This design comes from an exercise in tuning for small area, a short achievable clock period and few clock cycles per item on the open sky130 flow, not from production work.
RTL that was checked went through simulation tests only; none was proved equivalent to the original.
No functional check of the RTL was part of runs 1 to 5.
Power is estimated from default activity; no workload was simulated.

==> flow/design.v <==
`timescale 1ns / 1ps
package ssc_pkg;
  localparam int ArgDigits = 4;
  localparam int StickW = 15;    
  localparam int AccumW = 14;    
  localparam int CountW = 17;    
  localparam int ChanW  = 12;    
  localparam logic [ChanW-1:0]    CenterReset   = 12'd1502;
  localparam logic [StickW-1:0]   FloorReset    = 15'd1700;
  localparam logic [StickW-1:0]   ThrottleReset = 15'd1100;
  localparam logic [AccumW-1:0]   AccumMax      = 14'd9999;
  localparam logic [CountW-1:0]   CountMax      = '1;
  localparam logic [9:0]  AdjustmentReset  = 10'd100;
  localparam logic [15:0] HoldLimitReset   = 16'd100;
  localparam logic [11:0] ArmThrottleReset = 12'd1100;
  localparam logic [7:0] ChArm    = 8'h61;   
  localparam logic [7:0] ChClear  = 8'h71;   
  localparam logic [7:0] ChCenter = 8'h73;   
  localparam logic [7:0] ChThr    = 8'h74;   
  localparam logic [7:0] ChRoll   = 8'h72;   
  localparam logic [7:0] ChPitch  = 8'h70;   
  localparam logic [7:0] ChFloor  = 8'h6D;   
  localparam logic [7:0] ChNorth  = 8'h78;   
  localparam logic [7:0] ChEast   = 8'h7A;   
  localparam logic [7:0] ChSouth  = 8'h79;   
  localparam logic [7:0] ChWest   = 8'h75;   
  localparam logic [7:0] ChSpace  = 8'h20;
  localparam logic [7:0] ChTab    = 8'h09;
  localparam logic [7:0] ChCr     = 8'h0D;
  localparam logic [7:0] ChPlus   = 8'h2B;
  localparam logic [7:0] ChMinus  = 8'h2D;
  localparam logic [7:0] ChZero   = 8'h30;
  localparam logic [7:0] ChNine   = 8'h39;
  localparam logic [1:0] RegAdjustment  = 2'd0;
  localparam logic [1:0] RegHoldLimit   = 2'd1;
  localparam logic [1:0] RegArmThrottle = 2'd2;
  localparam logic [1:0] PH_SKIP   = 2'd0;
  localparam logic [1:0] PH_DIGITS = 2'd1;
  localparam logic [1:0] PH_DONE   = 2'd2;
  localparam logic [1:0] TGT_THROTTLE = 2'd0;
  localparam logic [1:0] TGT_ROLL     = 2'd1;
  localparam logic [1:0] TGT_PITCH    = 2'd2;
  localparam logic [1:0] TGT_FLOOR    = 2'd3;
  typedef struct packed {
    logic [9:0]  adjustment;
    logic [15:0] hold_limit;
    logic [11:0] arm_throttle;
  } cfg_t;
endpackage
`timescale 1ns / 1ps
import ssc_pkg::*;
module ssc_arg_parse (
  input  logic [1:0]               phase,      
  input  logic                     negative,
  input  logic signed [StickW-1:0] sacc,       
  input  logic signed [StickW-1:0] floor_thr,
  input  logic [7:0]               ch,
  output logic [1:0]               phase_nxt,
  output logic                     negative_nxt,
  output logic signed [StickW-1:0] value,      
  output logic                     above_floor  
);
  logic       is_digit;
  logic       is_white;
  logic       is_sign;
  logic       take;                           
  logic [3:0] digit;
  assign is_digit = (ch[7:4] == 4'h3) && (ch[3:0] <= 4'd9);
  assign is_white = (ch == ChSpace) || ((ch >= ChTab) && (ch <= ChCr));
  assign is_sign  = (ch == ChPlus) || (ch == ChMinus);
  assign digit    = ch[3:0];
  assign take     = is_digit && (phase != PH_DONE);
  always_comb begin
    phase_nxt    = phase;
    negative_nxt = negative;
    case (phase)
      PH_SKIP: begin
        if (is_sign) begin
          negative_nxt = ch[2];               
          phase_nxt    = PH_DIGITS;
        end else if (is_digit) begin
          phase_nxt = PH_DIGITS;
        end else if (!is_white) begin
          phase_nxt = PH_DONE;
        end
      end
      PH_DIGITS: if (!is_digit) phase_nxt = PH_DONE;
      default: ;
    endcase
  end
  logic signed [StickW-1:0] s10;
  logic [StickW-5:0]        hi, hi_p1, hi_m1;
  logic signed [16:0]       kdiff;
  logic signed [4:0]        kc;
  logic                     gt_keep;
  assign s10   = (sacc <<< 3) + (sacc <<< 1);
  assign hi    = s10[StickW-1:4];
  assign hi_p1 = hi + 1'b1;
  assign hi_m1 = hi - 1'b1;
  assign kdiff = 17'(floor_thr) - 17'(s10);
  assign kc    = (kdiff > 17'sd9)   ? 5'sd9 :
                 (kdiff < -17'sd10) ? -5'sd10 : kdiff[4:0];
  assign gt_keep = sacc > floor_thr;
  logic signed [4:0] sd;
  logic signed [5:0] low;
  logic [StickW-5:0] hi_sel;
  assign sd  = negative ? -signed'({1'b0, digit}) : signed'({1'b0, digit});
  assign low = signed'({2'b00, s10[3:0]}) + signed'({sd[4], sd});
  always_comb begin
    case (low[5:4])
      2'b01:   hi_sel = hi_p1;
      2'b11:   hi_sel = hi_m1;
      default: hi_sel = hi;
    endcase
  end
  assign value       = take ? signed'({hi_sel, low[3:0]}) : sacc;
  assign above_floor = take ? (sd > kc) : gt_keep;
endmodule
`timescale 1ns / 1ps
import ssc_pkg::*;
module ssc_tick (
  input  logic [ChanW-1:0]         center_pitch,
  input  logic [ChanW-1:0]         center_roll,
  input  logic [3:0]               dir_flags,
  input  logic [CountW-1:0]        hold_count,
  input  ssc_pkg::cfg_t            cfg,
  output logic signed [StickW-1:0] pitch,
  output logic signed [StickW-1:0] roll,
  output logic [3:0]               dir_flags_nxt,
  output logic [CountW-1:0]        hold_count_nxt
);
  logic expired;
  logic [StickW-1:0] adj_p, adj_r;
  assign adj_p = (dir_flags[2] ^ dir_flags[0]) ? StickW'(cfg.adjustment) : '0;
  assign adj_r = (dir_flags[3] ^ dir_flags[1]) ? StickW'(cfg.adjustment) : '0;
  assign pitch = dir_flags[0] ? StickW'(center_pitch) - adj_p : StickW'(center_pitch) + adj_p;
  assign roll  = dir_flags[1] ? StickW'(center_roll)  - adj_r : StickW'(center_roll)  + adj_r;
  assign expired = hold_count > CountW'(cfg.hold_limit);
  assign dir_flags_nxt  = expired ? 4'd0 : dir_flags;
  assign hold_count_nxt = expired ? CountW'(1) : hold_count + 1'b1;
endmodule
`timescale 1ns / 1ps
import ssc_pkg::*;
module ssc_cfg_regs (
  input  logic         clk,
  input  logic         rst,
  input  logic         psel,
  input  logic         penable,
  input  logic         pwrite,
  input  logic [3:0]   paddr,
  input  logic [31:0]  pwdata,
  output logic [31:0]  prdata,
  output logic         pready,
  output ssc_pkg::cfg_t cfg
);
  logic       wr_en;
  logic [1:0] reg_idx;
  assign pready  = 1'b1;
  assign wr_en   = psel && penable && pwrite;
  assign reg_idx = paddr[3:2];
  always_ff @(posedge clk) begin
    if (rst) begin
      cfg.adjustment   <= AdjustmentReset;
      cfg.hold_limit   <= HoldLimitReset;
      cfg.arm_throttle <= ArmThrottleReset;
    end else if (wr_en) begin
      case (reg_idx)
        RegAdjustment:  cfg.adjustment   <= pwdata[9:0];
        RegHoldLimit:   cfg.hold_limit   <= pwdata[15:0];
        RegArmThrottle: cfg.arm_throttle <= pwdata[11:0];
        default: ;
      endcase
    end
  end
  always_comb begin
    case (reg_idx)
      RegAdjustment:  prdata = {22'd0, cfg.adjustment};
      RegHoldLimit:   prdata = {16'd0, cfg.hold_limit};
      RegArmThrottle: prdata = {20'd0, cfg.arm_throttle};
      default:        prdata = 32'd0;
    endcase
  end
endmodule
`timescale 1ns / 1ps
import ssc_pkg::*;
module serial_stick_command_decoder_top (
  input  logic        clk,
  input  logic        rst,
  input  logic        cmd_valid,
  output logic        cmd_ready,
  input  logic        cmd_mode,
  input  logic [7:0]  cmd_rx_byte,
  input  logic [11:0] cmd_rc_pitch,
  input  logic [11:0] cmd_rc_roll,
  output logic        stick_valid,
  input  logic        stick_ready,
  output logic        stick_armed,
  output logic [14:0] stick_throttle,
  output logic [14:0] stick_pitch,
  output logic [14:0] stick_roll,
  output logic        stick_clear_store,
  output logic [3:0]  stick_directions,
  input  logic        psel,
  input  logic        penable,
  input  logic        pwrite,
  input  logic [3:0]  paddr,
  input  logic [31:0] pwdata,
  output logic [31:0] prdata,
  output logic        pready
);
  ssc_pkg::cfg_t cfg;
  ssc_cfg_regs u_cfg (
    .clk     (clk),
    .rst     (rst),
    .psel    (psel),
    .penable (penable),
    .pwrite  (pwrite),
    .paddr   (paddr),
    .pwdata  (pwdata),
    .prdata  (prdata),
    .pready  (pready),
    .cfg     (cfg)
  );
  logic advance;
  assign cmd_ready = !stick_valid || stick_ready;
  assign advance   = cmd_valid && cmd_ready;
  logic                     armed_flag;
  logic                     pending;         
  logic [1:0]               chars_left;      
  logic [1:0]               target;
  logic [1:0]               phase;
  logic                     negative;
  logic signed [StickW-1:0] sacc;
  logic [3:0]               dir_flags;
  logic [CountW-1:0]        hold_count;
  logic [ChanW-1:0]         center_pitch;
  logic [ChanW-1:0]         center_roll;
  logic signed [StickW-1:0] floor_throttle;
  logic signed [StickW-1:0] throttle_reg;
  logic signed [StickW-1:0] pitch_reg;
  logic signed [StickW-1:0] roll_reg;
  logic                     clear_reg;
  logic [1:0]               phase_nxt;
  logic                     negative_nxt;
  logic signed [StickW-1:0] arg_value;
  logic                     arg_above_floor;
  ssc_arg_parse u_parse (
    .phase        (phase),
    .negative     (negative),
    .sacc         (sacc),
    .floor_thr    (floor_throttle),
    .ch           (cmd_rx_byte),
    .phase_nxt    (phase_nxt),
    .negative_nxt (negative_nxt),
    .value        (arg_value),
    .above_floor  (arg_above_floor)
  );
  logic signed [StickW-1:0] tick_pitch;
  logic signed [StickW-1:0] tick_roll;
  logic [3:0]               tick_dirs;
  logic [CountW-1:0]        tick_hold;
  ssc_tick u_tick (
    .center_pitch   (center_pitch),
    .center_roll    (center_roll),
    .dir_flags      (dir_flags),
    .hold_count     (hold_count),
    .cfg            (cfg),
    .pitch          (tick_pitch),
    .roll           (tick_roll),
    .dir_flags_nxt  (tick_dirs),
    .hold_count_nxt (tick_hold)
  );
  logic is_tick, is_arg, is_cmd, is_last;
  logic do_arm, do_clear, do_center, do_open, do_dir;
  logic [3:0] dir_bit;
  logic [1:0] open_target;
  assign is_tick  = cmd_mode;
  assign is_arg   = !cmd_mode && pending;
  assign is_cmd   = !cmd_mode && !pending;
  assign is_last  = is_arg && (chars_left == 2'd0);
  assign do_arm    = is_cmd && (cmd_rx_byte == ChArm);
  assign do_clear  = is_cmd && (cmd_rx_byte == ChClear);
  assign do_center = is_cmd && (cmd_rx_byte == ChCenter);
  always_comb begin
    open_target = TGT_THROTTLE;
    dir_bit     = 4'd0;
    do_open     = 1'b0;
    case (cmd_rx_byte)
      ChThr:   begin do_open = 1'b1; open_target = TGT_THROTTLE; end
      ChRoll:  begin do_open = 1'b1; open_target = TGT_ROLL;     end
      ChPitch: begin do_open = 1'b1; open_target = TGT_PITCH;    end
      ChFloor: begin do_open = 1'b1; open_target = TGT_FLOOR;    end
      ChNorth: dir_bit = 4'b0001;
      ChEast:  dir_bit = 4'b0010;
      ChSouth: dir_bit = 4'b0100;
      ChWest:  dir_bit = 4'b1000;
      default: ;
    endcase
  end
  assign do_dir = is_cmd && (dir_bit != 4'd0);
  always_ff @(posedge clk) begin
    if (rst) begin
      armed_flag     <= 1'b0;
      pending        <= 1'b0;
      dir_flags      <= 4'd0;
      hold_count     <= '0;
      center_pitch   <= CenterReset;
      center_roll    <= CenterReset;
      floor_throttle <= FloorReset;
      throttle_reg   <= ThrottleReset;
      pitch_reg      <= StickW'(CenterReset);
      roll_reg       <= StickW'(CenterReset);
    end else if (advance) begin
      if (do_arm) begin
        armed_flag   <= !armed_flag;
        throttle_reg <= signed'(StickW'(cfg.arm_throttle));
      end
      if (do_center) begin
        center_pitch <= cmd_rc_pitch;
        center_roll  <= cmd_rc_roll;
        pitch_reg    <= signed'(StickW'(cmd_rc_pitch));
        roll_reg     <= signed'(StickW'(cmd_rc_roll));
      end
      if (is_cmd && do_open && armed_flag) pending <= 1'b1;
      if (is_last) pending <= 1'b0;
      if (do_dir) begin
        dir_flags  <= dir_flags | dir_bit;
        hold_count <= '0;
      end
      if (is_tick) begin
        pitch_reg  <= tick_pitch;
        roll_reg   <= tick_roll;
        dir_flags  <= tick_dirs;
        hold_count <= tick_hold;
      end
      if (is_last) begin
        case (target)
          TGT_THROTTLE: throttle_reg   <= arg_above_floor ? arg_value : floor_throttle;
          TGT_ROLL:     roll_reg       <= arg_value;
          TGT_PITCH:    pitch_reg      <= arg_value;
          default:      floor_throttle <= arg_value;
        endcase
      end
    end
  end
  always_ff @(posedge clk) begin
    if (advance) begin
      if (is_cmd) begin
        chars_left <= 2'd3;
        target     <= open_target;
        phase      <= PH_SKIP;
        negative   <= 1'b0;
        sacc       <= '0;
      end else if (is_arg) begin
        chars_left <= chars_left - 2'd1;
        phase      <= phase_nxt;
        negative   <= negative_nxt;
        sacc       <= arg_value;
      end
    end
  end
  always_ff @(posedge clk) begin
    if (rst) begin
      stick_valid <= 1'b0;
    end else if (advance) begin
      stick_valid <= 1'b1;
    end else if (stick_ready) begin
      stick_valid <= 1'b0;
    end
  end
  always_ff @(posedge clk) begin
    if (advance) clear_reg <= do_clear;
  end
  assign stick_armed       = armed_flag;
  assign stick_throttle    = throttle_reg;
  assign stick_pitch       = pitch_reg;
  assign stick_roll        = roll_reg;
  assign stick_clear_store = clear_reg;
  assign stick_directions  = dir_flags;
endmodule
==> flow/run.sh <==
#!/bin/bash
# synth_recipe.tcl (not shown) runs the flow's synth.tcl, then flattens the netlist and writes it again
# the make line also repeats each setting of config.mk as NAME=value (left out here)
make -C /OpenROAD-flow-scripts/flow DESIGN_CONFIG=/design/flow/config.mk WORK_HOME=/design/flow/orfs CLKGATE_MAP_FILE= SYNTH_SCRIPT=/design/flow/synth_recipe.tcl finish
==> flow/config.mk <==
export PLATFORM = sky130hd
export DESIGN_NAME = serial_stick_command_decoder_top
export DESIGN_NICKNAME = serial_stick_command_decoder_top
export VERILOG_FILES = /design/flow/design.v
export SDC_FILE = /design/flow/constraint.sdc
export NUM_CORES = 4
export LEC_CHECK = 0
export CAP_MARGIN = 20
export CORE_MARGIN = 2
export CORE_UTILIZATION = 40
export SLEW_MARGIN = 20
==> flow/constraint.sdc <==
create_clock -name core_clock -period 7.0 [get_ports {clk}]
set_input_delay 1.4000 -clock core_clock [delete_from_list [all_inputs] [get_ports {clk}]]
set_output_delay 1.4000 -clock core_clock [all_outputs]
set_load 0.01 [all_outputs]
==> impl_metrics.json, run 1 <==
{
  "synth-main-ff-cell": "dfxtp_1",
  "grt_start_max_net_pins": 89,
  "cts-root-buf": "clkbuf_16",
  "crit_arrival_ns": 7.11,
  "worst_slew_pin_slew_ns": 1.099,
  "worst_slack_ns": 0.2236,
  "vias": 12230,
  "place_hpwl_um": 31830,
  "ir_drop_v": 0.0001820,
  "die_x_um": 181.8,
  "syn_area_per_cell_um2": 7.716,
  "crit_fanout": 11,
  "synth_warnings": 3,
  "maxSlewViolCount": 0,
  "top_register": "u_cfg.cfg",
  "grt-ovfl-total": 0,
  "slowest_stage": "o41a_1",
  "r2r_setup_slack_ns": 0.22,
  "grt_usage_pct": 24.73,
  "clkSinkCount": 169,
  "insertion_delay_ns": 0.44,
  "grt_pass1_wl_um": 64050,
  "finalHoldViolCount": 0,
  "holdCritPathClass": "reg2reg",
  "fin_nets": 1948,
  "drtIter0Drc": 940,
  "pin_count": 162,
  "r2r_cells": 27,
  "drc": 0,
  "synthCells": 1638,
  "cp_common_cell": "maj3_2",
  "htree_num_levels": 4,
  "yosysSeqAreaShare_pct": 28.59,
  "critPathLaunch": "sacc[0]$_SDFFCE_PP0P_",
  "cts_buffers": 17,
  "period_minus_slack_ns": 6.776,
  "pre_cts_slack_ns": -0.2346,
  "drive_above_1_share_pct": 7.449,
  "yosys.area.top_type": "dfxtp_1",
  "synthesis.area_mm2": 0.01264,
  "start_kind": "flip-flop",
  "clk_pin_slew_ns": 0.07,
  "cpPeakStageDelay_ns": 0.46,
  "die_h_um": 181.8,
  "status": "finished clean",
  "power_uw": 2544,
  "setup_viol_count_final": 0,
  "synthArstFlopShare_pct": 0,
  "cp.required_ns": 7.34,
  "clockBufferDepth": 2,
  "finalSetupTns_ns": 0,
  "criticalPathCategory": "reg2reg",
  "clock.fmax_mhz": 147.6,
  "vias_per_cell": 5.627,
  "fin_worst_skew_ns": 0.007193,
  "largest_register_ffs": 38,
  "firstDrtPassIters": 5,
  "r2r-start": "sacc[0]$_SDFFCE_PP0P_",
  "tritoncts": "yes",
  "start_util_pct": 40.37,
  "period_share_pct": 96.81,
  "place_congestion": 0.9213,
  "synth_top_area_share_pct": 23.12,
  "ys_seq_elements": 169,
  "grt_busiest_layer": "met2",
  "grt_pass1_vias": 11560,
  "syn2layout_area_growth_pct": 19.76,
  "leakagePower_uw": 0.006147,
  "use_met1_pct": 33.73,
  "grt_util_met3_pct": 3.670,
  "r2r_end": "throttle_reg[14]$_SDFFE_PP0P_",
  "min-delay-start": "u_cfg.cfg[24]$_SDFFE_PP0P_",
  "routedWlPerCell_um": 18.98,
  "io_buffer_count": 126,
  "max_slew_margin_pct": 26.45,
  "critPathCaptureType": "flip-flop",
  "min_path_cells": 2,
  "grt.met2_usage_pct": 40.14,
  "antenna_cells": 0,
  "biggestRegsByFlops": "u_cfg.cfg: 38 flops, hold_count: 17 flops",
  "crit_end": "throttle_reg[14]$_SDFFE_PP0P_",
  "routed_wl_um": 41260,
  "postRouteAntennaNets": 0,
  "synth_edf_count": 23,
  "powerDensity_mw_per_mm2": 168.1,
  "dieArea_mm2": 0.03304,
  "antenna_found_initial": 0,
  "coreArea_mm2": 0.03131,
  "maxCapViolCount": 0,
  "rows": 65,
  "ys_types": 76,
  "synth_area_leaders": "dfxtp_1 (23%), ha_1 (10%), nand2_1 (6.9%), a21oi_1 (6.2%), edfxtp_1 (5.5%)"
}
==> stage by stage <==
stage	hold slack, ns	util (%)	area, um^2	instances
final	0.4715	48.34	15140	2174
after floorplan	0.4447	-	12700	1653
after detailed placement	0.4651	46.19	14460	2141
after global placement	0.4566	46.19	14460	2141
after global routing	0.4987	48.34	15140	2174
after CTS	0.4740	48.15	15080	2173
==> cell families after synthesis <==
group / share of synthesized area (%)
AOI/OAI and AO/OA: 23.13
and+or+nand+nor: 21.79
muxes: 3.366
adders and majority gates: 12.02
xor gates and xnor gates: 4.019
other: 0.05942
DFF: 28.59
buffers and inverters: 7.028
==> worst max-delay path: cells and delay by family, from the launching register on <==
kind	cells	cell delay, ns
AOI/OAI and AO/OA	11	2.24
muxes	1	0.34
and+or+nand+nor	3	0.59
buffers and inverters	2	0.32
DFF	1	0.39
xor gates and xnor gates	2	0.27
adders and majority gates	8	2.54
==> routing by layer <==
metal / routed length, um / part of all wire [%]
met5: 0 / 0
met4: 1190 / 2.9
met3: 2570 / 6.2
met2: 18830 / 46
met1: 18670 / 45
==> cell usage after synthesis, types with 17 or more instances <==
library cell,instances
a211o_1,21
a211oi_1,35
a21oi_1,157
and2_1,23
buf_4,17
clkbuf_1,69
dfxtp_1,146
edfxtp_1,23
ha_1,105
inv_1,121
mux2i_1,38
nand2_1,233
nand2b_1,17
nand3_1,26
nand3b_1,30
nor2_1,120
nor3_1,33
o21ai_0,81
xnor2_1,47
==> cell type report <==
type / count / area [um^2]
Clock buffer: 23 / 479.2
Clock inverter: 9 / 111.4
Timing Repair Buffer: 181 / 1670
Tap cell: 402 / 503.0
Multi-Input combinational cell: 1267 / 8298
Fill cell: 3123 / 16170
Sequential cell: 169 / 3613
Inverter: 123 / 461.7
==> repair_timing <==
item                                   CTS  global route
setup endpoints to repair               13            16
hold buffers                             0             0
pin swaps                                1             4
gates resized for setup                  7            14
endpoints found under the hold margin    0             0
setup buffers                            0             1
==> cell usage in the layout (no fill, tap or decap), types with 8 or more instances in the layout <==
master and count:
nand2_1 232, a21oi_1 157, dfxtp_1 146, clkdlybuf4s50_1 124, inv_1 121, nor2_1 118, ha_1 105, o21ai_0 80
buf_4 55, xnor2_1 46, mux2i_1 38, a211oi_1 35, nor3_1 32, nand3b_1 30, nand3_1 26, and2_1 23
edfxtp_1 23, a211o_1 21, clkbuf_16 18, nand2b_1 17, conb_1 17, nor2b_1 16, o21bai_1 16, and3_1 15
nand4_1 15, or2_2 14, o21a_1 14, a21o_1 13, or3_1 12, o211ai_1 12, xor2_1 11, a2111oi_0 10
o31ai_1 9, a22o_1 8, a221oi_1 8
==> power breakdown <==
part	leakage (uW)	internal, uW	switching (uW)
Clock	0.000283	559	416
Combinational	0.00446	245	295
Sequential	0.00140	1010	23.8
Total	0.00615	1810	735
==> worst min-delay path by stage <==
stage                                                to
after floorplan              u_cfg.cfg[24]$_SDFFE_PP0P_
after global placement    center_pitch[11]$_SDFFE_PP0P_
after detailed placement  center_pitch[11]$_SDFFE_PP0P_
after CTS                 center_pitch[11]$_SDFFE_PP0P_
after global routing        center_roll[0]$_SDFFE_PP0P_
final                        u_cfg.cfg[24]$_SDFFE_PP0P_
==> run 2: changes to the inputs <==
--- a/flow/design.v
+++ b/flow/design.v
@@ -131,10 +131,13 @@
 );
   logic expired;
   logic [StickW-1:0] adj_p, adj_r;
-  assign adj_p = (dir_flags[2] ^ dir_flags[0]) ? StickW'(cfg.adjustment) : '0;
-  assign adj_r = (dir_flags[3] ^ dir_flags[1]) ? StickW'(cfg.adjustment) : '0;
-  assign pitch = dir_flags[0] ? StickW'(center_pitch) - adj_p : StickW'(center_pitch) + adj_p;
-  assign roll  = dir_flags[1] ? StickW'(center_roll)  - adj_r : StickW'(center_roll)  + adj_r;
+  logic              sub_p, sub_r;
+  assign sub_p = dir_flags[0] && !dir_flags[2];
+  assign sub_r = dir_flags[1] && !dir_flags[3];
+  assign adj_p = ((dir_flags[2] ^ dir_flags[0]) ? StickW'(cfg.adjustment) : '0) ^ {StickW{sub_p}};
+  assign adj_r = ((dir_flags[3] ^ dir_flags[1]) ? StickW'(cfg.adjustment) : '0) ^ {StickW{sub_r}};
+  assign pitch = StickW'(center_pitch) + adj_p + StickW'(sub_p);
+  assign roll  = StickW'(center_roll)  + adj_r + StickW'(sub_r);
   assign expired = hold_count > CountW'(cfg.hold_limit);
   assign dir_flags_nxt  = expired ? 4'd0 : dir_flags;
   assign hold_count_nxt = expired ? CountW'(1) : hold_count + 1'b1;
--- a/flow/config.mk
+++ b/flow/config.mk
@@ -8,4 +8,5 @@
 export CAP_MARGIN = 20
 export CORE_MARGIN = 2
 export CORE_UTILIZATION = 40
+export SETUP_SLACK_MARGIN = 3.6
 export SLEW_MARGIN = 20
==> run 2 against run 1 <==
Compared with the run above:
- still clean on timing, DRC and antenna
- non-clock buffer count is 59 higher
- sequential cell count unchanged
- sequential share of layout area is 2.0 points lower
- global-route usage is 0.18 points lower
- clock-buffer cell count is 5 lower
- routed wire length grew 0.80%
- die area shrank 2.3%
- register-to-register slack improved by 0.87 ns
==> impl_metrics.json, run 2 <==
{
  "status": "finished clean",
  "syn2layout_area_growth_pct": 34.06,
  "drtIter0Drc": 835,
  "mostFrequentLayoutCell": "nand2_1",
  "slowest_stage": "edfxtp_1",
  "stdcell_count": 2170,
  "multi_input_area_mm2": 0.009163,
  "cp_common_cell": "buf_4",
  "grt_usage_pct": 24.55,
  "grt_pass1_vias": 11610,
  "powerDensity_mw_per_mm2": 169.2,
  "clkSinkCount": 169,
  "ctsHoldBuffers": 0,
  "die_h_um": 179.6,
  "grt_pass1_wl_um": 63710,
  "cpPeakStageDelay_ns": 0.45,
  "crit_fanout": 5,
  "post-synth-top-count-cell": "nand2_1",
  "antenna_cells": 0,
  "final_cell_area_mm2": 0.01654,
  "layout_common_cells": "nand2_1 (232), dfxtp_1 (146), nor2_1 (107)",
  "critPathTopFamily": "compound AO/OA/AOI/OAI gates",
  "ys_types": 85,
  "htree_num_levels": 4,
  "antenna_found_initial": 0,
  "period_minus_slack_ns": 5.905,
  "leakagePower_uw": 0.006697,
  "start_util_pct": 40.44,
  "grt-ovfl-total": 0,
  "synth_top_area_share_pct": 23.69,
  "dieArea_mm2": 0.03227,
  "syn_area_per_cell_um2": 7.779,
  "io_buffer_count": 126,
  "maxCapViolCount": 0,
  "synthesis.area_mm2": 0.01234,
  "dpl_cell_area_mm2": 0.01416,
  "yosysSeqAreaShare_pct": 29.29,
  "fin_nets": 1934,
  "grt_start_max_net_pins": 63,
  "period_share_pct": 84.35,
  "insertion_delay_ns": 0.43,
  "ys_seq_elements": 169,
  "clk_pin_slew_ns": 0.07,
  "vias": 12280,
  "setup_viol_count_final": 0,
  "crit_arrival_ns": 6.26,
  "finalHoldViolCount": 0,
  "place_hpwl_um": 29210,
  "synthArstFlopShare_pct": 0,
  "routed_wl_um": 41590,
  "cp.required_ns": 7.35,
  "cts-root-buf": "clkbuf_16",
  "max_slew_margin_pct": 27.70,
  "ir_drop_v": 0.0001863,
  "finalSetupTns_ns": 0,
  "clockBufferDepth": 2,
  "worst_slew_pin_slew_ns": 1.080,
  "num-fill-cells": 2785,
  "largest_register_ffs": 38,
  "vias_per_cell": 5.659,
  "synth-main-ff-cell": "dfxtp_1",
  "synth_area_leaders": "dfxtp_1 (24%), ha_1 (9.2%), nand2_1 (7.6%), edfxtp_1 (5.6%), a21oi_1 (5.1%)",
  "rsz0062_at_grt": "yes",
  "clock.fmax_mhz": 169.4,
  "start_kind": "flip-flop",
  "postRouteAntennaNets": 0,
  "synth_warnings": 3,
  "die_x_um": 179.6,
  "cts_buffers": 17,
  "firstDrtPassIters": 5,
  "pin_count": 162,
  "drive_above_1_share_pct": 20.29,
  "tritoncts": "yes",
  "coreArea_mm2": 0.03051,
  "placed_cells": 2048,
  "fin_util_pct": 54.22,
  "register_area_mm2": 0.003613,
  "top_register": "u_cfg.cfg",
  "synth_top_cells_by_count": "nand2_1 (249), dfxtp_1 (146), a21oi_1 (125), nor2_1 (116), ha_1 (91)",
  "biggestRegsByFlops": "u_cfg.cfg: 38 flops, hold_count: 17 flops",
  "drc": 0,
  "holdCritPathClass": "reg2reg",
  "synthCells": 1586,
  "routedWlPerCell_um": 19.17,
  "critPathBufInv": 3,
  "critPathCaptureType": "flip-flop",
  "fin_worst_skew_ns": 0.01127,
  "synth_edf_count": 23,
  "yosys.area.top_type": "dfxtp_1",
  "place_congestion": 0.8682,
  "rows": 64,
  "maxSlewViolCount": 0,
  "criticalPathCategory": "reg2reg"
}
==> run 2: stage by stage <==
stage	hold WS (ns)	setup slack (ns)	power, uW
after floorplan	0.4406	1.450	1429
after global placement	0.4540	0.4355	1589
after detailed placement	0.4582	0.3074	1598
after CTS	0.4671	1.007	2734
after global routing	0.4778	0.8571	2907
final	0.4685	1.095	2799
==> run 2: area by class of cell <==
| cell class | count | area share (%) |
|---|---|---|
| tap | 396 | 2.995 |
| multi-input combinational | 1249 | 55.39 |
| sequential | 169 | 21.85 |
| clock inverter | 14 | 0.9531 |
| inverter | 84 | 2.057 |
| clock buffer | 18 | 2.723 |
| timing repair buffer | 240 | 14.03 |
==> run 2: repair_timing <==
item / 4_1_cts / 5_1_grt
pin swaps: 67 / 47
gates resized for setup: 255 / 96
gates cloned: 2 / 0
setup buffers: 62 / 26
setup endpoints to repair: 158 / 118
==> run 2: layer usage <==
| layer | GRT usage, % | part of all wire (%) | up-vias |
|---|---|---|---|
| li1 | - | - | 5959 |
| met1 | 32.72 | 44 | 5848 |
| met2 | 40.77 | 47 | 417 |
| met3 | 3.647 | 6.0 | 55 |
| met4 | 8.065 | 2.5 | 0 |
| met5 | 0 | 0 | - |
==> run 2: report_power, final <==
group / internal [uW] / switching [uW] / leakage [uW] / total, uW
registers: 1000 / 24.4 / 0.00140 / 1030
logic: 363 / 415 / 0.00500 / 778
clock network: 556 / 437 / 0.000296 / 993
total: 1920 / 877 / 0.00670 / 2800
==> run 2: worst register-to-register path: cells and delay by family, from the launching register on <==
| family | cells | cell delay (ns) |
|---|---|---|
| AOI/OAI and AO/OA | 14 | 2.30 |
| adders and majority gates | 5 | 1.42 |
| and+or+nand+nor | 4 | 0.70 |
| buffers and inverters | 3 | 0.50 |
| DFF | 1 | 0.45 |
| muxes | 1 | 0.23 |
| xor gates and xnor gates | 1 | 0.21 |
==> run 2: worst paths after layout <==
check,startpoint,endpoint,slack (ns),cells past startpoint
worst max-delay path,sacc[2]$_SDFFCE_PP0P_,throttle_reg[4]$_SDFFE_PP0P_,1.10,28
worst min-delay path,center_roll[5]$_SDFFE_PP0P_,center_roll[5]$_SDFFE_PP0P_,0.47,2
worst max register to register,sacc[2]$_SDFFCE_PP0P_,throttle_reg[4]$_SDFFE_PP0P_,1.10,28
worst min register to register,center_roll[5]$_SDFFE_PP0P_,center_roll[5]$_SDFFE_PP0P_,0.47,2
==> run 2: kinds of logic (layout without fill, tap and decap cells) <==
| group | count (synthesis) | count (layout) | synth area share (%) |
|---|---|---|---|
| multiplexers | 52 | 52 | 4.381 |
| other | 2 | 17 | 0.06087 |
| XOR/XNOR | 85 | 85 | 6.095 |
| flip-flops | 169 | 169 | 29.29 |
| AND/OR/NAND/NOR | 585 | 585 | 21.73 |
| adder cells (fa/ha/maj) | 98 | 98 | 10.29 |
| buffers and inverters | 184 | 356 | 6.196 |
| AO/OA/AOI/OAI | 411 | 412 | 21.96 |
==> run 3: changes to the inputs <==
--- a/flow/config.mk
+++ b/flow/config.mk
@@ -8,5 +8,4 @@
 export CAP_MARGIN = 20
 export CORE_MARGIN = 2
 export CORE_UTILIZATION = 40
-export SETUP_SLACK_MARGIN = 3.6
 export SLEW_MARGIN = 20
==> run 3 against run 2 <==
Compared with the run above:
- combinational power decreased by about 30%
- synthesized cell count stayed put
- global-route usage fell by 0.39 points
- non-clock buffer count down 78
- critical path depth is 2 lower
- clock-buffer cell count is the same
- sequential cell count stayed put
- routed wire length down 3.5%
- clock skew about the same
- highest routed layer unchanged
- area after synthesis stayed put
==> impl_metrics.json, run 3 <==
{
  "synth_area_leaders": "dfxtp_1 (24%), ha_1 (9.2%), nand2_1 (7.6%), edfxtp_1 (5.6%), a21oi_1 (5.1%)",
  "start_kind": "flip-flop",
  "synth_top_cells_by_count": "nand2_1 (249), dfxtp_1 (146), a21oi_1 (125), nor2_1 (116), ha_1 (91)",
  "dieArea_mm2": 0.03227,
  "ys_seq_elements": 169,
  "slowest_stage": "edfxtp_1",
  "die_h_um": 179.6,
  "tritoncts": "yes",
  "multi_input_area_mm2": 0.008043,
  "clkSinkCount": 169,
  "cp_common_cell": "ha_1",
  "rows": 64,
  "rsz0062_at_grt": "no",
  "finalSetupTns_ns": 0,
  "vias": 11880,
  "num-fill-cells": 3009,
  "critPathLaunch": "sacc[2]$_SDFFCE_PP0P_",
  "htree_num_levels": 4,
  "postRouteAntennaNets": 0,
  "insertion_delay_ns": 0.44,
  "synth_warnings": 3,
  "pre_cts_slack_ns": 0.1776,
  "powerDensity_mw_per_mm2": 173.1,
  "drc": 0,
  "r2r_setup_slack_ns": 0.42,
  "register_area_mm2": 0.003613,
  "maxSlewViolCount": 0,
  "status": "finished clean",
  "coreArea_mm2": 0.03051,
  "top_register": "u_cfg.cfg",
  "worst_slew_pin_slew_ns": 1.070,
  "crit_end": "throttle_reg[7]$_SDFFE_PP0P_",
  "clockBufferDepth": 2,
  "cts_buffers": 17,
  "clock.fmax_mhz": 151.9,
  "die_x_um": 179.6,
  "crit_fanout": 10,
  "start_util_pct": 40.44,
  "r2r_cells": 26,
  "cp.depth": 26,
  "worst_slack_ns": 0.4153,
  "place_congestion": 0.8853,
  "criticalPathCategory": "reg2reg",
  "cts_setup_buffers": 0,
  "pin_count": 162,
  "holdCritPathClass": "reg2reg",
  "critPathTopFamily": "compound AO/OA/AOI/OAI gates",
  "period_minus_slack_ns": 6.585,
  "grt-ovfl-total": 0,
  "synthArstFlopShare_pct": 0,
  "clk_pin_slew_ns": 0.07,
  "syn_area_per_cell_um2": 7.779,
  "critPathCaptureType": "flip-flop",
  "setup_viol_count_final": 0,
  "maxCapViolCount": 0,
  "period_share_pct": 94.07,
  "firstDrtPassIters": 6,
  "crit_arrival_ns": 6.86,
  "largest_register_ffs": 38,
  "syn2layout_area_growth_pct": 18.14,
  "mostFrequentLayoutCell": "nand2_1",
  "post-synth-top-count-cell": "nand2_1",
  "ir_drop_v": 0.0001921,
  "synthesis.area_mm2": 0.01234,
  "synth_top_area_share_pct": 23.69,
  "grt_start_max_net_pins": 88,
  "yosys.area.top_type": "dfxtp_1",
  "hold_ws_ns": 0.4656,
  "layout_common_cells": "nand2_1 (249), dfxtp_1 (146), a21oi_1 (125)",
  "antenna_found_initial": 0,
  "cp.required_ns": 7.28,
  "antenna_cells": 0,
  "synth_edf_count": 23,
  "routed_wl_um": 40140,
  "max_slew_margin_pct": 28.65,
  "vias_per_cell": 5.681,
  "routedWlPerCell_um": 19.20,
  "yosysSeqAreaShare_pct": 29.29,
  "grt_usage_pct": 24.16,
  "grt_pass1_wl_um": 62050,
  "leakagePower_uw": 0.005833,
  "ys_types": 85,
  "cts-root-buf": "clkbuf_16",
  "r2r_end": "throttle_reg[7]$_SDFFE_PP0P_",
  "biggestRegsByFlops": "u_cfg.cfg: 38 flops, hold_count: 17 flops",
  "io_buffer_count": 126,
  "cpPeakStageDelay_ns": 0.51,
  "fin_nets": 1855,
  "drive_above_1_share_pct": 6.136,
  "synthCells": 1586,
  "drtIter0Drc": 1019,
  "r2r-start": "sacc[2]$_SDFFCE_PP0P_",
  "grt_pass1_vias": 11040,
  "finalHoldViolCount": 0,
  "synth-main-ff-cell": "dfxtp_1",
  "place_hpwl_um": 29830,
  "critPathBufInv": 1,
  "fin_worst_skew_ns": 0.01113
}
[run 3: cell counts after synthesis]
Identical to the previous run, type by type.
[run 3: per-layer routing]
metal	global-route usage, %	vias to the layer above	part of all wire [%]
li1	-	5796	-
met1	33.32	5649	46
met2	39.11	371	46
met3	2.593	64	4.9
met4	8.715	0	2.9
met5	0	-	0
[run 3: worst min path at each step]
stage	startpoint	endpoint	slack (ns)	cells after the start
2_1_floorplan	center_pitch[5]$_SDFFE_PP0P_	center_pitch[5]$_SDFFE_PP0P_	0.44	2
3_3_place_gp	center_roll[9]$_SDFFE_PP0P_	center_roll[9]$_SDFFE_PP0P_	0.45	2
3_5_place_dp	center_pitch[9]$_SDFFE_PP0P_	center_pitch[9]$_SDFFE_PP0P_	0.46	2
4_1_cts	center_pitch[9]$_SDFFE_PP0P_	center_pitch[9]$_SDFFE_PP0P_	0.47	2
5_1_grt	center_pitch[9]$_SDFFE_PP0P_	center_pitch[9]$_SDFFE_PP0P_	0.49	2
6_report	center_roll[5]$_SDFFE_PP0P_	center_roll[5]$_SDFFE_PP0P_	0.47	2
[run 3: final cells by class]
cell class / count / share of cell area [%]
Multi-Input combinational cell: 1248 / 55.18
Inverter: 84 / 2.163
Tap cell: 396 / 3.399
Clock buffer: 18 / 3.090
Timing Repair Buffer: 162 / 10.45
Clock inverter: 14 / 0.9270
Sequential cell: 169 / 24.79
[run 3: cells by family (layout without fill, tap and decap cells)]
logic type	after synthesis	after routing	synth area share [%]
AOI/OAI and AO/OA	411	411	21.96
xor gates and xnor gates	85	85	6.095
adders and majority gates	98	98	10.29
buffers and inverters	184	278	6.196
DFF	169	169	29.29
muxes	52	52	4.381
other	2	17	0.06087
and+or+nand+nor	585	585	21.73
[run 3: stage by stage]
step / util, % / cell area (um^2) / std cells / power (uW)
finish: 47.78 / 14580 / 2091 / 2523
global route: 47.78 / 14580 / 2091 / 2626
CTS: 47.75 / 14570 / 2091 / 2533
detailed placement: 45.83 / 13980 / 2059 / 1582
global placement: 45.83 / 13980 / 2059 / 1573
floorplan: - / 12390 / 1601 / 1398
[run 3: where the power goes]
part	internal [uW]	switching, uW	total [uW]	leakage [uW]
sequential	1000	22.5	1030	0.00140
combinational	229	314	543	0.00415
clock	519	436	955	0.000283
total	1750	772	2520	0.00583
[run 3: what timing repair did]
action,in CTS,in global routing
setup endpoints to repair,0,15
hold buffers,0,0
gates resized for setup,0,1
[run 3: tightest hold or removal path, cell delays in order, from the launching register on]
cell and delay (ns):
dfxtp_1 0.32, nand2_1 0.05, a21oi_1 0.05
==> run 4: changes to the inputs <==
--- a/flow/design.v
+++ b/flow/design.v
@@ -50,22 +50,23 @@
 `timescale 1ns / 1ps
 import ssc_pkg::*;
 module ssc_arg_parse (
-  input  logic [1:0]               phase,      
+  input  logic [1:0]               phase,        
   input  logic                     negative,
-  input  logic signed [StickW-1:0] sacc,       
+  input  logic signed [StickW-1:0] sacc,         
+  input  logic                     sacc_above,   
   input  logic signed [StickW-1:0] floor_thr,
   input  logic [7:0]               ch,
   output logic [1:0]               phase_nxt,
   output logic                     negative_nxt,
-  output logic signed [StickW-1:0] value,      
-  output logic                     above_floor  
+  output logic signed [StickW-1:0] value,        
+  output logic                     above_floor   
 );
   logic       is_digit;
   logic       is_white;
   logic       is_sign;
-  logic       take;                           
+  logic       take;                             
   logic [3:0] digit;
-  assign is_digit = (ch[7:4] == 4'h3) && (ch[3:0] <= 4'd9);
+  assign is_digit = (ch[7:4] == 4'h3) && ((ch[3:0] <= 4'd9));
   assign is_white = (ch == ChSpace) || ((ch >= ChTab) && (ch <= ChCr));
   assign is_sign  = (ch == ChPlus) || (ch == ChMinus);
   assign digit    = ch[3:0];
@@ -76,7 +77,7 @@
     case (phase)
       PH_SKIP: begin
         if (is_sign) begin
-          negative_nxt = ch[2];               
+          negative_nxt = ch[2];                 
           phase_nxt    = PH_DIGITS;
         end else if (is_digit) begin
           phase_nxt = PH_DIGITS;
@@ -88,33 +89,52 @@
       default: ;
     endcase
   end
+  localparam int HiW = StickW - 4;
   logic signed [StickW-1:0] s10;
-  logic [StickW-5:0]        hi, hi_p1, hi_m1;
-  logic signed [16:0]       kdiff;
-  logic signed [4:0]        kc;
-  logic                     gt_keep;
-  assign s10   = (sacc <<< 3) + (sacc <<< 1);
-  assign hi    = s10[StickW-1:4];
-  assign hi_p1 = hi + 1'b1;
-  assign hi_m1 = hi - 1'b1;
-  assign kdiff = 17'(floor_thr) - 17'(s10);
-  assign kc    = (kdiff > 17'sd9)   ? 5'sd9 :
-                 (kdiff < -17'sd10) ? -5'sd10 : kdiff[4:0];
-  assign gt_keep = sacc > floor_thr;
-  logic signed [4:0] sd;
-  logic signed [5:0] low;
-  logic [StickW-5:0] hi_sel;
-  assign sd  = negative ? -signed'({1'b0, digit}) : signed'({1'b0, digit});
-  assign low = signed'({2'b00, s10[3:0]}) + signed'({sd[4], sd});
+  logic [HiW-1:0]           hi;
+  logic [HiW-1:0]           ones_below, zeros_below;
+  assign s10 = (sacc <<< 3) + (sacc <<< 1);
+  assign hi  = s10[StickW-1:4];
+  for (genvar i = 0; i < HiW; i++) begin : g_pre
+    if (i == 0) begin : g_first
+      assign ones_below[i]  = 1'b1;
+      assign zeros_below[i] = 1'b1;
+    end else begin : g_rest
+      assign ones_below[i]  = &hi[i-1:0];
+      assign zeros_below[i] = ~|hi[i-1:0];
+    end
+  end
+  localparam int QW = 16;
+  logic [QW-1:0] qa, qb, qc, qs, qk, q;
+  logic [QW-5:0] qh;
+  logic          q_neg, q_m1, q_z;
+  assign qa = {sacc[StickW-1], sacc} << 3;
+  assign qb = {sacc[StickW-1], sacc} << 1;
+  assign qc = ~{floor_thr[StickW-1], floor_thr};
+  assign qs = qa ^ qb ^ qc;
+  assign qk = {(qa[QW-2:0] & qb[QW-2:0]) | (qa[QW-2:0] & qc[QW-2:0]) | (qb[QW-2:0] & qc[QW-2:0]), 1'b0};
+  assign q  = qs + qk;
+  assign qh    = q[QW-1:4];
+  assign q_neg = qh[QW-5];
+  assign q_m1  = &qh;
+  assign q_z   = ~|qh;
+  logic [3:0]     low_v, low_q;
+  logic           up, down, q_up, q_down;
+  logic [HiW-1:0] hi_sel;
+  logic           sum_neg;
+  assign low_v  = negative ? s10[3:0] - digit : s10[3:0] + digit;
+  assign up     = !negative && (digit > ~s10[3:0]);
+  assign down   =  negative && (digit >  s10[3:0]);
+  assign hi_sel = hi ^ ({HiW{up}} & ones_below) ^ ({HiW{down}} & zeros_below);
+  assign q_up   = !negative && (digit > ~q[3:0]);
+  assign q_down =  negative && (digit >  q[3:0]);
   always_comb begin
-    case (low[5:4])
-      2'b01:   hi_sel = hi_p1;
-      2'b11:   hi_sel = hi_m1;
-      default: hi_sel = hi;
-    endcase
+    if (q_up)        sum_neg = q_neg && !q_m1;    
+    else if (q_down) sum_neg = q_neg || q_z;      
+    else             sum_neg = q_neg;
   end
-  assign value       = take ? signed'({hi_sel, low[3:0]}) : sacc;
-  assign above_floor = take ? (sd > kc) : gt_keep;
+  assign value       = take ? signed'({hi_sel, low_v}) : sacc;
+  assign above_floor = take ? !sum_neg : sacc_above;
 endmodule
 `timescale 1ns / 1ps
 import ssc_pkg::*;
@@ -234,6 +254,7 @@
   logic [1:0]               phase;
   logic                     negative;
   logic signed [StickW-1:0] sacc;
+  logic                     sacc_above;      
   logic [3:0]               dir_flags;
   logic [CountW-1:0]        hold_count;
   logic [ChanW-1:0]         center_pitch;
@@ -251,6 +272,7 @@
     .phase        (phase),
     .negative     (negative),
     .sacc         (sacc),
+    .sacc_above   (sacc_above),
     .floor_thr    (floor_throttle),
     .ch           (cmd_rx_byte),
     .phase_nxt    (phase_nxt),
@@ -354,11 +376,13 @@
         phase      <= PH_SKIP;
         negative   <= 1'b0;
         sacc       <= '0;
+        sacc_above <= floor_throttle[StickW-1];    
       end else if (is_arg) begin
         chars_left <= chars_left - 2'd1;
         phase      <= phase_nxt;
         negative   <= negative_nxt;
         sacc       <= arg_value;
+        sacc_above <= arg_above_floor;
       end
     end
   end
--- a/flow/config.mk
+++ b/flow/config.mk
@@ -8,4 +8,5 @@
 export CAP_MARGIN = 20
 export CORE_MARGIN = 2
 export CORE_UTILIZATION = 40
+export SETUP_SLACK_MARGIN = 2.5
 export SLEW_MARGIN = 20
==> run 4 against run 3 <==
Compared with the run above:
- clock skew shrank 0.0032 ns
- largest power group unchanged
- highest routed layer unchanged
- largest cell class unchanged
- sequential share of layout area shrank 0.35 points
- critical path type is now in2out
- combinational power fell by 15%
- core utilization up 0.96 points
- via count grew 0.45%
- clock power is essentially flat
- still clean on timing, DRC and antenna
- routed wire length down 0.17%
- fmax increased by 49%
- sequential cell count rose by 1
==> impl_metrics.json, run 4 <==
{
  "status": "finished clean",
  "rsz0062_at_grt": "no",
  "drtIter0Drc": 874,
  "coreArea_mm2": 0.03059,
  "insertion_delay_ns": 0.44,
  "critPathCaptureType": "primary output",
  "place_hpwl_um": 29150,
  "r2r_setup_slack_ns": 2.64,
  "start_util_pct": 40.67,
  "syn2layout_area_growth_pct": 19.84,
  "crit_arrival_ns": 3.03,
  "largest_register_ffs": 38,
  "io_buffer_count": 126,
  "synth-main-ff-cell": "dfxtp_1",
  "period_share_pct": 63.28,
  "powerDensity_mw_per_mm2": 164.4,
  "multi_input_area_mm2": 0.008275,
  "ys_seq_elements": 170,
  "synthCells": 1562,
  "dieArea_mm2": 0.03252,
  "tritoncts": "yes",
  "setup_viol_count_final": 0,
  "pre_cts_slack_ns": 1.305,
  "postRouteAntennaNets": 0,
  "yosysSeqAreaShare_pct": 29.29,
  "top_register": "u_cfg.cfg",
  "fin_worst_skew_ns": 0.007971,
  "htree_num_levels": 4,
  "dpl_cell_area_mm2": 0.01401,
  "start_kind": "primary input",
  "num-fill-cells": 3031,
  "crit_fanout": 16,
  "antenna_found_initial": 0,
  "routedWlPerCell_um": 19.32,
  "finalHoldViolCount": 0,
  "synth_area_leaders": "dfxtp_1 (23%), ha_1 (8.8%), nand2_1 (6.5%), edfxtp_1 (5.8%), a21oi_1 (4.4%)",
  "worst_slack_ns": 2.571,
  "antenna_cells": 0,
  "synth_top_area_share_pct": 23.50,
  "finalSetupTns_ns": 0,
  "synth_warnings": 3,
  "grt_usage_pct": 24.10,
  "biggestRegsByFlops": "u_cfg.cfg: 38 flops, hold_count: 17 flops",
  "drc": 0,
  "grt-ovfl-total": 0,
  "routed_wl_um": 40070,
  "vias": 11930,
  "final_cell_area_mm2": 0.01491,
  "rows": 64,
  "mostFrequentLayoutCell": "nand2_1",
  "clkSinkCount": 170,
  "die_x_um": 180.3,
  "pin_count": 162,
  "criticalPathCategory": "in2out",
  "fin_nets": 1847,
  "drive_above_1_share_pct": 7.390,
  "layout_common_cells": "nand2_1 (216), dfxtp_1 (146), clkdlybuf4s50_1 (120)",
  "clk_pin_slew_ns": 0.06,
  "post-synth-top-count-cell": "nand2_1",
  "ir_drop_v": 0.0001728,
  "place_congestion": 0.8774,
  "leakagePower_uw": 0.005796,
  "cts-root-buf": "clkbuf_16",
  "clock.fmax_mhz": 225.8,
  "ctsHoldBuffers": 0,
  "maxSlewViolCount": 0,
  "syn_area_per_cell_um2": 7.964,
  "grt_pass1_vias": 11410,
  "period_minus_slack_ns": 4.429,
  "clockBufferDepth": 2,
  "holdCritPathClass": "reg2reg",
  "cts_buffers": 17,
  "synthesis.area_mm2": 0.01244,
  "synth_edf_count": 24,
  "grt_start_max_net_pins": 56,
  "vias_per_cell": 5.754,
  "max_slew_margin_pct": 31.93,
  "cp.required_ns": 5.60,
  "yosys.area.top_type": "dfxtp_1",
  "synthArstFlopShare_pct": 0,
  "worst_slew_pin_slew_ns": 1.010,
  "die_h_um": 180.3,
  "maxCapViolCount": 0,
  "synth_top_cells_by_count": "nand2_1 (216), dfxtp_1 (146), nor2_1 (115), a21oi_1 (109), inv_1 (94)",
  "grt_pass1_wl_um": 62820,
  "register_area_mm2": 0.003643,
  "firstDrtPassIters": 7,
  "ys_types": 77
}
==> run 4: cell types whose count changed in the layout (fill, tap and decap cells not counted), sizes merged, moves of 10 or more <==
cell / previous run / this run
a21oi: 125 / 109
o21ai: 84 / 66
nor3: 30 / 46
a21o: 24 / 13
and2: 11 / 21
nand2: 249 / 216
fa: 6 / 19
a41oi: 12 / 0
o22ai: 13 / 2
nor2b: 26 / 16
==> run 4: worst paths after layout <==
kind	start	end	cells after the start
setup reg to reg	sacc[2]$_SDFFCE_PP0P_	throttle_reg[1]$_SDFFE_PP0P_	14
hold reg to reg	center_pitch[5]$_SDFFE_PP0P_	center_pitch[5]$_SDFFE_PP0P_	2
hold / removal	center_pitch[5]$_SDFFE_PP0P_	center_pitch[5]$_SDFFE_PP0P_	2
setup / recovery	paddr[3]	prdata[1]	6
==> run 4: final cells by class <==
class	instances	share of cell area (%)
Multi-Input combinational cell	1217	55.51
Clock inverter	13	0.9736
Timing Repair Buffer	165	10.46
Tap cell	396	3.324
Clock buffer	19	2.904
Sequential cell	170	24.44
Inverter	94	2.392
==> run 4: repair_timing <==
action,in CTS,in global routing
setup buffers,5,8
gates resized for setup,30,23
endpoints found under the setup margin,64,36
endpoints found under the hold margin,0,0
pin swaps,1,5
==> run 4: cells by family (layout without fill, tap and decap cells) <==
| family | count (synthesis) | after routing | synth area share (%) |
|---|---|---|---|
| AOI/OAI and AO/OA | 383 | 383 | 20.57 |
| other | 2 | 17 | 0.06037 |
| DFF | 170 | 170 | 29.29 |
| buffers and inverters | 190 | 291 | 6.377 |
| muxes | 54 | 54 | 4.436 |
| xor gates and xnor gates | 71 | 71 | 4.999 |
| adders and majority gates | 106 | 106 | 11.81 |
| and+or+nand+nor | 586 | 586 | 22.46 |
==> run 4: per-stage QoR <==
stage	utilization, %	hold slack [ns]	instances	total power [uW]
finish	48.74	0.4660	2074	2451
global route	48.74	0.4953	2074	2552
detailed placement	45.81	0.4553	2028	1487
floorplan	-	0.4406	1577	1340
CTS	48.17	0.4640	2065	2445
global placement	45.81	0.4486	2028	1483
==> run 4: report_power, final <==
part	internal [uW]	switching [uW]	total, uW
Sequential	1010	23.2	1030
Clock	529	425	954
Combinational	195	268	463
Total	1740	716	2450
==> run 4: layer usage <==
metal | GRT usage [%] | wire [um] | vias up
li1 | - | - | 5767
met1 | 32.62 | 18190 | 5697
met2 | 39.63 | 18640 | 396
met3 | 2.688 | 1979 | 73
met4 | 8.903 | 1263 | 0
met5 | 0 | 0 | -
==> run 4: critical path: stages <==
cell and delay [ns]:
clkdlybuf4s15_2 0.40, nor2b_1 0.18, buf_4 0.22, nand2_1 0.07, o21ai_0 0.15, clkdlybuf4s50_1 0.61
==> run 5: changes to the inputs <==
--- a/flow/config.mk
+++ b/flow/config.mk
@@ -8,5 +8,4 @@
 export CAP_MARGIN = 20
 export CORE_MARGIN = 2
 export CORE_UTILIZATION = 40
-export SETUP_SLACK_MARGIN = 2.5
 export SLEW_MARGIN = 20
==> run 5 against run 4 <==
Compared with the run above:
- still clean
- via count shrank 1.2%
- clock skew grew 0.0010 ns
- global-route usage shrank 0.17 points
- clock power grew 1%
- final cell count shrank 0.58%
- critical endpoint is now throttle_reg[9]$_SDFFE_PP0P_
==> impl_metrics.json, run 5 <==
{
  "power_uw": 2438,
  "hold_ws_ns": 0.4667,
  "stdcell_count": 2062,
  "firstDrtPassIters": 5,
  "synthCells": 1562,
  "fin_nets": 1835,
  "pin_count": 162,
  "start_kind": "primary input",
  "grt_pass1_vias": 11090,
  "post-synth-top-count-cell": "nand2_1",
  "max_slew_margin_pct": 24.17,
  "critPathCaptureType": "flip-flop",
  "drive_above_1_share_pct": 5.222,
  "finalHoldViolCount": 0,
  "grt-ovfl-total": 0,
  "holdCritPathClass": "reg2reg",
  "setup_viol_count_final": 0,
  "placed_cells": 2029,
  "routed_wl_um": 39490,
  "synth_edf_count": 24,
  "criticalPathCategory": "in2reg",
  "die_h_um": 180.3,
  "rsz0062_at_grt": "no",
  "synthArstFlopShare_pct": 0,
  "synth-main-ff-cell": "dfxtp_1",
  "drtIter0Drc": 975,
  "post_cts_resized": 0,
  "period_share_pct": 77.58,
  "crit_fanout": 11,
  "place_congestion": 0.8710,
  "clk_pin_slew_ns": 0.06,
  "grt_start_max_net_pins": 56,
  "vias_per_cell": 5.720,
  "cts-root-buf": "clkbuf_16",
  "synth_warnings": 3,
  "io_buffer_count": 126,
  "fin_util_pct": 47.80,
  "worst_slew_pin_slew_ns": 1.126,
  "fin_worst_skew_ns": 0.009003,
  "vias": 11800,
  "finalSetupTns_ns": 0,
  "route.met3.wl_um": 2014,
  "htree_num_levels": 4,
  "antenna_found_initial": 0,
  "cts_buffers": 17,
  "top_layer": "met4",
  "drt-met1-wl_um": 18170,
  "synth_top_area_share_pct": 23.50,
  "biggestRegsByFlops": "u_cfg.cfg: 38 flops, hold_count: 17 flops",
  "top_register": "u_cfg.cfg",
  "drc": 0,
  "maxSlewViolCount": 0,
  "synth_area_leaders": "dfxtp_1 (23%), ha_1 (8.8%), nand2_1 (6.5%), edfxtp_1 (5.8%), a21oi_1 (4.4%)",
  "ys_seq_elements": 170,
  "period_minus_slack_ns": 5.431,
  "die_x_um": 180.3,
  "clkSinkCount": 170,
  "wl_met2_um": 17940,
  "syn2layout_area_growth_pct": 17.54,
  "cts_setup_buffers": 0,
  "grt_pass1_wl_um": 61880,
  "largest_register_ffs": 38,
  "leakagePower_uw": 0.005693,
  "mostFrequentLayoutCell": "nand2_1",
  "powerDensity_mw_per_mm2": 166.8,
  "synthesis.area_mm2": 0.01244,
  "crit_arrival_ns": 5.75,
  "maxCapViolCount": 0,
  "ys_types": 77,
  "layout_common_cells": "nand2_1 (216), dfxtp_1 (146), clkdlybuf4s50_1 (124)",
  "coreArea_mm2": 0.03059,
  "dieArea_mm2": 0.03252,
  "antenna_cells": 0,
  "yosys.area.top_type": "dfxtp_1",
  "postRouteAntennaNets": 0,
  "routedWlPerCell_um": 19.15,
  "ctsHoldBuffers": 0,
  "cp.required_ns": 7.32,
  "status": "finished clean",
  "syn_area_per_cell_um2": 7.964,
  "yosysSeqAreaShare_pct": 29.29,
  "rows": 64,
  "tritoncts": "yes",
  "insertion_delay_ns": 0.44,
  "grt_usage_pct": 23.94,
  "synth_top_cells_by_count": "nand2_1 (216), dfxtp_1 (146), nor2_1 (115), a21oi_1 (109), inv_1 (94)",
  "clockBufferDepth": 2,
  "clock.fmax_mhz": 184.1,
  "place_hpwl_um": 29010,
  "start_util_pct": 40.67,
  "ir_drop_v": 0.0001749
}
## run 5: final timing paths
check | start | end | slack (ns) | depth (start not counted)
worst max-delay path | cmd_rx_byte[0] | throttle_reg[9]$_SDFFE_PP0P_ | 1.57 | 13
worst min-delay path | center_roll[5]$_SDFFE_PP0P_ | center_roll[5]$_SDFFE_PP0P_ | 0.47 | 2
worst max register to register | sacc[0]$_SDFFCE_PP0P_ | throttle_reg[9]$_SDFFE_PP0P_ | 1.87 | 15
worst min register to register | center_roll[5]$_SDFFE_PP0P_ | center_roll[5]$_SDFFE_PP0P_ | 0.47 | 2
## run 5: where the power goes
group	internal [uW]	leakage (uW)	total, uW	switching [uW]
clock	557	0.000274	965	408
combinational	185	0.00401	438	253
sequential	1010	0.00141	1040	23.9
total	1750	0.00569	2440	685
## run 5: cells by family (layout without fill, tap and decap cells)
kind of cell / Yosys count / count (layout) / synth area share, %
AND/OR/NAND/NOR: 586 / 586 / 22.46
AO/OA/AOI/OAI: 383 / 383 / 20.57
buffers and inverters: 190 / 279 / 6.377
flip-flops: 170 / 170 / 29.29
adder cells (fa/ha/maj): 106 / 106 / 11.81
XOR/XNOR: 71 / 71 / 4.999
multiplexers: 54 / 54 / 4.436
other: 2 / 17 / 0.06037
## run 5: metal layers
layer / GRT usage, % / up-vias
met2: 38.37 / 388
met3: 2.789 / 72
met4: 9.742 / 0
met1: 32.78 / 5578
li1: - / 5757
met5: 0 / -
## run 5: per-stage QoR
step / setup slack, ns / cell area (um^2)
after floorplan: 2.448 / 12500
after global placement: 1.066 / 14020
after detailed placement: 1.133 / 14020
after CTS: 1.553 / 14610
after global routing: 1.209 / 14620
final: 1.569 / 14620
## run 5: critical path, stage by stage
cell and delay, ns:
clkdlybuf4s50_1 0.74, inv_1 0.27, ha_1 0.36, or4b_2 0.21, nand3_1 0.07, a2111oi_0 0.52, o221a_1 0.28, and4b_1 0.22
or4b_1 0.48, o221ai_2 0.25, buf_4 0.27, mux2_2 0.33, a2111oi_0 0.35
## run 5: cell type report
type	count	area [um^2]
fillers	3018	15970
multi-input cells	1217	8084
flip-flops and latches	170	3643
repair buffers	153	1461
well taps	396	495.5
clock buffers	19	432.9
inverters	94	352.8
clock inverters	13	151.4
==> run 6: changes to the inputs <==
--- a/flow/design.v
+++ b/flow/design.v
@@ -150,14 +150,19 @@
   output logic [CountW-1:0]        hold_count_nxt
 );
   logic expired;
-  logic [StickW-1:0] adj_p, adj_r;
-  logic              sub_p, sub_r;
-  assign sub_p = dir_flags[0] && !dir_flags[2];
-  assign sub_r = dir_flags[1] && !dir_flags[3];
-  assign adj_p = ((dir_flags[2] ^ dir_flags[0]) ? StickW'(cfg.adjustment) : '0) ^ {StickW{sub_p}};
-  assign adj_r = ((dir_flags[3] ^ dir_flags[1]) ? StickW'(cfg.adjustment) : '0) ^ {StickW{sub_r}};
-  assign pitch = StickW'(center_pitch) + adj_p + StickW'(sub_p);
-  assign roll  = StickW'(center_roll)  + adj_r + StickW'(sub_r);
+  function automatic logic [StickW-1:0] deflect(input logic [ChanW-1:0] c,
+                                                input logic up, input logic dn,
+                                                input logic [9:0] adj);
+    logic [12:0] a;
+    logic [13:0] r;
+    logic        sub;
+    sub = dn && !up;
+    a   = (up ^ dn) ? {3'b000, adj} : 13'd0;
+    r   = {2'b00, c} + {1'b0, a ^ {13{sub}}} + 14'(sub);
+    deflect = {{2{sub && !r[13]}}, r[12:0]};
+  endfunction
+  assign pitch = deflect(center_pitch, dir_flags[2], dir_flags[0], cfg.adjustment);
+  assign roll  = deflect(center_roll,  dir_flags[3], dir_flags[1], cfg.adjustment);
   assign expired = hold_count > CountW'(cfg.hold_limit);
   assign dir_flags_nxt  = expired ? 4'd0 : dir_flags;
   assign hold_count_nxt = expired ? CountW'(1) : hold_count + 1'b1;
--- a/flow/config.mk
+++ b/flow/config.mk
@@ -8,4 +8,5 @@
 export CAP_MARGIN = 20
 export CORE_MARGIN = 2
 export CORE_UTILIZATION = 40
+export SETUP_SLACK_MARGIN = 3.2
 export SLEW_MARGIN = 20
==> run 6 against run 5 <==
Compared with the run above:
- fmax rose by 30%
- first-iteration DRC count decreased by 28%
- still clean on timing, DRC and antenna
- routed wire length fell by 2.0%
- die area fell by 1.1%
- highest routed layer unchanged
- register-to-register slack improved by 0.96 ns
- area after synthesis is 1.2% lower
- critical endpoint is now throttle_reg[8]$_SDFFE_PP0P_
==> impl_metrics.json, run 6 <==
{
  "multi_input_area_mm2": 0.008514,
  "yosys.area.top_type": "dfxtp_1",
  "mostFrequentLayoutCell": "nand2_1",
  "vias_per_cell": 5.528,
  "critPathCaptureType": "flip-flop",
  "period_minus_slack_ns": 4.169,
  "synth_mux_area_share_pct": 2.952,
  "holdCritPathClass": "reg2reg",
  "syn2layout_area_growth_pct": 26.53,
  "place_congestion": 0.8597,
  "synth_top_area_share_pct": 23.78,
  "start_kind": "flip-flop",
  "fin_nets": 1883,
  "largest_register_ffs": 38,
  "min-delay-start": "center_roll[5]$_SDFFE_PP0P_",
  "place_hpwl_um": 28340,
  "top_layer": "met4",
  "routedWlPerCell_um": 18.36,
  "ys_types": 90,
  "synth_top_cells_by_count": "nand2_1 (237), dfxtp_1 (146), nor2_1 (125), a21oi_1 (113), inv_1 (111)",
  "wl_met2_um": 18290,
  "r2r_setup_slack_ns": 2.83,
  "r2r_cells": 15,
  "clk_pin_slew_ns": 0.07,
  "fin_util_pct": 51.12,
  "worst_slew_pin_slew_ns": 0.9480,
  "postRouteAntennaNets": 0,
  "cp.required_ns": 7.33,
  "worst_slack_ns": 2.831,
  "synthArstFlopShare_pct": 0,
  "coreArea_mm2": 0.03043,
  "setup_viol_count_final": 0,
  "max_slew_margin_pct": 36.80,
  "cts_buffers": 17,
  "ys_seq_elements": 170,
  "r2r-start": "sacc[0]$_SDFFCE_PP0P_",
  "clockBufferDepth": 2,
  "synthCells": 1549,
  "status": "finished clean",
  "die_h_um": 179.3,
  "finalSetupTns_ns": 0,
  "synth_top_family_by_area": "simple AND/OR/NAND/NOR gates",
  "grt_pass1_wl_um": 59970,
  "final_cell_area_mm2": 0.01555,
  "route.met3.wl_um": 2028,
  "synth_edf_count": 24,
  "synth-xor-area-share_pct": 5.415,
  "cts-root-buf": "clkbuf_16",
  "critPathLaunch": "sacc[0]$_SDFFCE_PP0P_",
  "post-synth-top-count-cell": "nand2_1",
  "crit_end": "throttle_reg[8]$_SDFFE_PP0P_",
  "maxSlewViolCount": 0,
  "grt_usage_pct": 23.96,
  "grt_pass1_vias": 10930,
  "pin_count": 162,
  "die_x_um": 179.3,
  "io_buffer_count": 126,
  "synth_area_leaders": "dfxtp_1 (24%), ha_1 (9.1%), nand2_1 (7.2%), edfxtp_1 (5.9%), a21oi_1 (4.6%)",
  "r2r_end": "throttle_reg[8]$_SDFFE_PP0P_",
  "grt-ovfl-total": 0,
  "start_util_pct": 40.40,
  "yosysSeqAreaShare_pct": 29.64,
  "maxCapViolCount": 0,
  "dieArea_mm2": 0.03215,
  "clkSinkCount": 170,
  "register_area_mm2": 0.003643,
  "top_register": "u_cfg.cfg",
  "crit_arrival_ns": 4.50,
  "routed_wl_um": 38700,
  "num-fill-cells": 2920,
  "layout_common_cells": "nand2_1 (233), dfxtp_1 (146), nor2_1 (117)",
  "tritoncts": "yes",
  "antenna_cells": 0,
  "drc": 0,
  "biggestRegsByFlops": "u_cfg.cfg: 38 flops, hold_count: 17 flops",
  "grt_start_max_net_pins": 83,
  "antenna_found_initial": 0,
  "finalHoldViolCount": 0,
  "drt-met1-wl_um": 17670,
  "fin_worst_skew_ns": 0.01078,
  "synth_compound_area_share_pct": 20.52,
  "ctsHoldBuffers": 0,
  "synth-main-ff-cell": "dfxtp_1",
  "insertion_delay_ns": 0.44,
  "rsz0062_at_grt": "yes",
  "syn_area_per_cell_um2": 7.936,
  "powerDensity_mw_per_mm2": 159.0,
  "criticalPathCategory": "reg2reg",
  "vias": 11650,
  "synth_warnings": 4,
  "synth-simple-area-share_pct": 22.52,
  "dpl_cell_area_mm2": 0.01395,
  "pre_cts_slack_ns": 1.536,
  "drtIter0Drc": 705,
  "synth_fa_ha_area_share_pct": 12.15,
  "rows": 64,
  "synthesis.area_mm2": 0.01229,
  "leakagePower_uw": 0.006253,
  "drive_above_1_share_pct": 14.19,
  "clock.fmax_mhz": 239.8,
  "crit_fanout": 7,
  "ir_drop_v": 0.0001711,
  "period_share_pct": 59.56,
  "hold_ws_ns": 0.4577,
  "firstDrtPassIters": 5,
  "htree_num_levels": 4
}
-- run 6: cell types whose count changed in the layout (fill, tap and decap cells not counted), moves of 13 or more --
cell,change
o211ai_1,-18
nor3_1,-13
o21ai_1,+16
buf_6,+16
mux2i_1,-24
nand2_1,+17
buf_4,+38
o21ai_0,-25
clkdlybuf4s50_1,-23
-- run 6: layout make-up --
type	count	area share, %
Multi-Input combinational cell	1193	54.74
Sequential cell	170	23.42
Timing Repair Buffer	204	12.23
Tap cell	396	3.185
Inverter	113	2.880
Clock buffer	18	2.759
Clock inverter	14	0.7883
-- run 6: power by group --
group / leakage [uW] / total, uW / switching (uW) / internal [uW]
Sequential: 0.00141 / 1030 / 22.8 / 1010
Combinational: 0.00458 / 522 / 288 / 234
Clock: 0.000261 / 917 / 426 / 491
Total: 0.00625 / 2470 / 737 / 1740
-- run 6: timing repair --
action                     CTS  global route
pin swaps                   37            28
hold endpoints to repair     0             0
setup buffers               37            20
setup endpoints to repair  109            51
gates resized for setup    138            55
-- run 6: stage by stage --
| stage | power (uW) | cells |
|---|---|---|
| 6_report | 2473 | 2108 |
| 5_1_grt | 2571 | 2108 |
| 4_1_cts | 2442 | 2088 |
| 3_5_place_dp | 1484 | 2019 |
| 3_3_place_gp | 1479 | 2019 |
| 2_1_floorplan | 1347 | 1564 |
-- run 6: layer usage --
metal / vias to the layer above / GRT usage, %
met3: 46 / 3.372
met5: - / 0
met1: 5564 / 32.52
met2: 331 / 39.99
li1: 5711 / -
met4: 0 / 6.116
-- run 6: cell families (layout without fill, tap and decap cells) --
kind of cell	count (synthesis)	in the layout
compound gates	367	367
xor+xnor	73	73
fa+ha+maj	108	108
buf+inv	201	349
flops	170	170
mux	35	35
other cells	2	17
simple gates	593	593
-- run 6: how the worst min path moves through the flow --
stage                                   end  slack (ns)  cells past startpoint
6_report        center_roll[5]$_SDFFE_PP0P_        0.46                      2
4_1_cts        center_pitch[9]$_SDFFE_PP0P_        0.46                      2
3_5_place_dp   center_pitch[9]$_SDFFE_PP0P_        0.45                      2
5_1_grt          u_cfg.cfg[20]$_SDFFE_PP0P_        0.48                      2
2_1_floorplan  center_pitch[5]$_SDFFE_PP0P_        0.44                      2
3_3_place_gp    center_roll[9]$_SDFFE_PP0P_        0.45                      2
-- run 6: worst max-delay path, cell delays in order (launching register included) --
cell and delay, ns:
edfxtp_1 0.43, buf_4 0.19, ha_1 0.20, ha_2 0.20, fa_2 0.40, a21oi_4 0.21, o21bai_2 0.08, xnor2_1 0.14
or4_4 0.50, nor4_4 0.18, nand4_1 0.21, o41ai_4 0.37, a31oi_4 0.16, buf_8 0.17, mux2_4 0.31, a2111oi_2 0.30
Testbench counts of run 6, summed over its fixed seeds: cycles 12,034, items 12,026.

Check on run 6: ideal ports give 2.831 ns setup slack; a clkbuf_16 on the clock port and buf_2 on the inputs give 2.831 ns; moving port delays by the midpoint clock arrival (0.481 ns) as well gives 2.562 ns.
